From an optimization exercise on the open Yosys and OpenROAD flow, aimed at small area, a short achievable clock period and few clock cycles per item; shortcuts taken in it are not production practice. In this exercise RTL edits were held to simulation tests only and were not proved equivalent to the original. Power and IR drop assume default switching activity.

==> inputs of run E <==
Design signed_int_alu_div_mod_core, start of the top module:
module signed_int_alu_div_mod_core (
    input  logic        i_clk,
    input  logic        i_rst_n,
    input  logic        i_valid,
    output logic        o_ready,
    input  logic [2:0]  i_command,
    input  logic [31:0] i_operand_a,
    input  logic [31:0] i_operand_b,
    output logic        o_valid,
    input  logic        i_ready,
    output logic [31:0] o_result,
    output logic        o_status
);
    logic        r_ov, r_sv, r_rdy;
    logic [32:0] r_od, r_oh, r_sd;
    logic [4:0]  r_cnt;
    logic        w_rec, w_push, w_end_v, w_st;
    logic [31:0] w_res;
    logic        w_cmul, w_cdv, w_csub, w_cnone, w_cdiv, w_crem;
    assign w_cmul  = (i_command == 3'd3);
    assign w_cdiv  = (i_command == 3'd2);
    assign w_crem  = (i_command == 3'd4);
    assign w_cdv   = w_cdiv | w_crem;
    assign w_csub  = (i_command == 3'd1);
    assign w_cnone = i_command[2] & (i_command[1] | i_command[0]);
    logic [31:0] w_ora, w_orb, w_d0, w_n0;
    logic        w_na, w_nb, w_negb, w_neg0;
    logic [1:0]  w_t0;
    assign w_ora[0] = 1'b0;
    assign w_orb[0] = 1'b0;
    genvar gi;
    generate for (gi = 1; gi < 32; gi = gi + 1) begin : g_or
        assign w_ora[gi] = |i_operand_a[gi-1:0];
        assign w_orb[gi] = |i_operand_b[gi-1:0];
    end endgenerate
    assign w_na   = i_operand_a[31];
    assign w_nb   = i_operand_b[31];
    assign w_negb = w_csub | (w_cdv & !w_nb);
    assign w_d0   = w_cmul ? (i_operand_a ^ ~w_ora) : (w_cnone ? 32'd0 : (i_operand_b ^ (w_orb & {32{w_negb}})));
    assign w_n0   = w_cmul ? i_operand_b : w_cnone ? 32'd0 : (i_operand_a ^ (w_ora & {32{w_cdv & w_na}}));
    assign w_neg0 = (w_cdiv & (w_na ^ w_nb)) | (w_crem & w_na);
    assign w_t0   = w_cmul ? 2'd1 : w_cdiv ? 2'd2 : w_crem ? 2'd3 : 2'd0;
    logic        r_v0, r_g0;
    logic [1:0]  r_t0;
    logic [31:0] r_d0, r_n0;
    always_ff @(posedge i_clk) begin
        if (!i_rst_n) r_v0 <= 1'b0;
        else r_v0 <= w_rec ? w_end_v : (i_valid && r_rdy);
        r_t0 <= w_rec ? {w_st, 1'b0} : w_t0;
        r_g0 <= w_rec ? 1'b0 : w_neg0;
        r_d0 <= w_rec ? w_res : w_d0;
        r_n0 <= w_rec ? 32'd0 : w_n0;
  ...
export LEC_CHECK = 0
export ABC_AREA = 1
export CAP_MARGIN = 20
export CORE_MARGIN = 2
export CORE_UTILIZATION = 40
export CTS_CLUSTER_DIAMETER = 120
export CTS_CLUSTER_SIZE = 26
export SLEW_MARGIN = 20
export SETUP_SLACK_MARGIN = 6.8
create_clock -name core_clock -period 10.0 [get_ports {i_clk}]
standard.sh (not shown) runs the stock make flow with config.mk's settings and CLKGATE_MAP_FILE= SYNTH_SCRIPT=/design/flow/synth_recipe.tcl, a recipe that flattens the netlist after the stock synthesis.
==> flow/flow/run.sh <==
#!/bin/bash
set -euo pipefail
bash standard.sh synth > standard_synth.log 2>&1
cat >> config.mk <<'EOM'
export DONT_USE_CELLS += sky130_fd_sc_hd__clkdlybuf4s15_1 sky130_fd_sc_hd__clkdlybuf4s15_2 sky130_fd_sc_hd__clkdlybuf4s18_1 sky130_fd_sc_hd__clkdlybuf4s18_2 sky130_fd_sc_hd__clkdlybuf4s25_1 sky130_fd_sc_hd__clkdlybuf4s25_2 sky130_fd_sc_hd__clkdlybuf4s50_1 sky130_fd_sc_hd__clkdlybuf4s50_2 sky130_fd_sc_hd__dlygate4sd1_1 sky130_fd_sc_hd__dlygate4sd2_1 sky130_fd_sc_hd__dlygate4sd3_1 sky130_fd_sc_hd__dlymetal6s2s_1 sky130_fd_sc_hd__dlymetal6s4s_1 sky130_fd_sc_hd__dlymetal6s6s_1
EOM
bash standard.sh place > standard_place.log 2>&1
echo "export SETUP_SLACK_MARGIN = ${FLOW_MARGIN_NS:-6.8}" >> config.mk
bash standard.sh finish > standard_finish.log 2>&1
==> inputs of run Y, as changes to run E <==
--- a/flow/design.v
+++ b/flow/design.v
@@ -4490,34 +4490,29 @@
     assign w_c31 = w_gg31_80;
     assign w_s31 = w_p31 ^ w_cy31;
     assign w_sel31 = (w_m28 & r_n27[31]) | (w_dv28 & w_c31) | w_as28;
     assign w_r31 = w_sel31 ? w_s31 : w_x31;
     assign w_q31 = {r_n27[30:0], w_sel31};
-    logic        r_v28, r_g28;
-    logic [1:0]  r_t28;
-    logic [31:0] r_d28, r_n28;
-    logic [31:0] r_r28;
+    logic        w_stp, r_vf, r_stf, r_gf;
+    logic [31:0] w_magp, r_magf;
+    assign w_stp  = r_t27[1] & ~|r_d27;
+    assign w_magp = (r_t27 == 2'd2) ? w_q31 : w_r31;
     always_ff @(posedge i_clk) begin
-        if (!i_rst_n) r_v28 <= 1'b0;
-        else r_v28 <= r_v27;
-        r_t28 <= r_t27;
-        r_g28 <= r_g27;
-        r_d28 <= r_d27;
-        r_n28 <= w_q31;
-        r_r28 <= w_r31;
+        if (!i_rst_n) r_vf <= 1'b0;
+        else r_vf <= r_v27;
+        r_stf  <= w_stp;
+        r_gf   <= r_g27;
+        r_magf <= w_magp;
     end
-    logic        w_dz;
-    logic [31:0] w_mag, w_orm;
-    assign w_dz  = ~|r_d28;
-    assign w_st  = r_t28[1] & w_dz;
-    assign w_mag = (r_t28 == 2'd2) ? r_n28 : r_r28;
+    logic [31:0] w_orm;
+    assign w_st  = r_stf;
     assign w_orm[0] = 1'b0;
     generate for (gi = 1; gi < 32; gi = gi + 1) begin : g_orm
-        assign w_orm[gi] = |w_mag[gi-1:0];
+        assign w_orm[gi] = |r_magf[gi-1:0];
     end endgenerate
-    assign w_res = w_st ? 32'd0 : (w_mag ^ (w_orm & {32{r_g28}}));
-    assign w_end_v = r_v28;
+    assign w_res = w_st ? 32'd0 : (r_magf ^ (w_orm & {32{r_gf}}));
+    assign w_end_v = r_vf;
     assign w_rec   = w_end_v && (r_sv || (r_cnt != 5'd0));
     assign w_push  = w_end_v && !r_sv && (r_cnt == 5'd0);
     logic        n_ov, n_sv, n_end_v;
     logic [4:0]  n_cnt;
     always_comb begin
==> comparison table <==
                                                                              run Y            run E
Run status                                                 timing/DRC/antenna clean  timing/DRC/antenna clean
Number of optimization iterations in the first detailed-route pass                8                6
Antenna Cells                                                                     3                5
Clk power                                                                 0.00503 W        0.00508 W
Setup slack of the critical path after layout                               6.76 ns          6.70 ns
Endpoint of the worst-slack reg-to-reg timing path                  r_r4[5]$_DFF_P_  r_r4[6]$_DFF_P_
Effective utilization at floorplan                                            40.2%            40.2%
RD Place Congestion                                                           0.858            0.860
Met2 demand-to-capacity share in global routing                               30.3%            29.4%
Sequential share of the synthesized area                                      57.4%            58.1%
Post-synthesis instance area                                           88,100 sq um     89,200 sq um
Flip-flop and latch area                                               50,600 sq um     52,000 sq um
Vertical extent of the die                                                   473 um           476 um
Setup bufs post-CTS                                                              54               60
Net switching power                                                       0.00821 W        0.00817 W
Placement Setup Slack                                                       5.28 ns          5.14 ns
Peak supply drop                                                         0.000148 V       0.000160 V
Net Count, Synth                                                             10,200           10,200
Finished layout cell area                                              95,800 sq um     97,900 sq um
Delay contributed by the slowest stage of the critical path                 0.37 ns          0.38 ns
Fraction of final layout cells sized beyond drive strength 1                  4.88%            6.74%
Number of sequential storage elements                                         2,526            2,591
Testbench counts of run E, summed over its fixed seeds: cycles 24,240, items 24,000.
Testbench counts of run Y, summed over its fixed seeds: cycles 24,240, items 24,000.

==> port drivers added, routing unchanged <==
No port has a modelled driver above. Below, the same layouts with a new extraction and two added sets of constraints. Step 1: set_driving_cell puts a clkbuf_16 on i_clk and a buf_2 on each other input, an assumption about the parent block. Step 2 moves the port delays by t, midway between the first and last clock arrival at a register: inputs arrive t later, outputs are due t later. That takes back most of the time a late clock gives input paths. a / b / c = no drivers / after step 1 / after step 2; a / b = the first two.
run	t (ns)	setup WS [ns]	worst setup path at the end
run E	0.854	6.701 / 6.614 / 6.016	input to register
run Y	0.839	6.756 / 6.675 / 6.058	input to register
After both steps setup and hold are still met in every run listed. The setup slack of run Y, which loses most, moves by -0.081 ns with the drivers and by -0.698 ns with both steps.
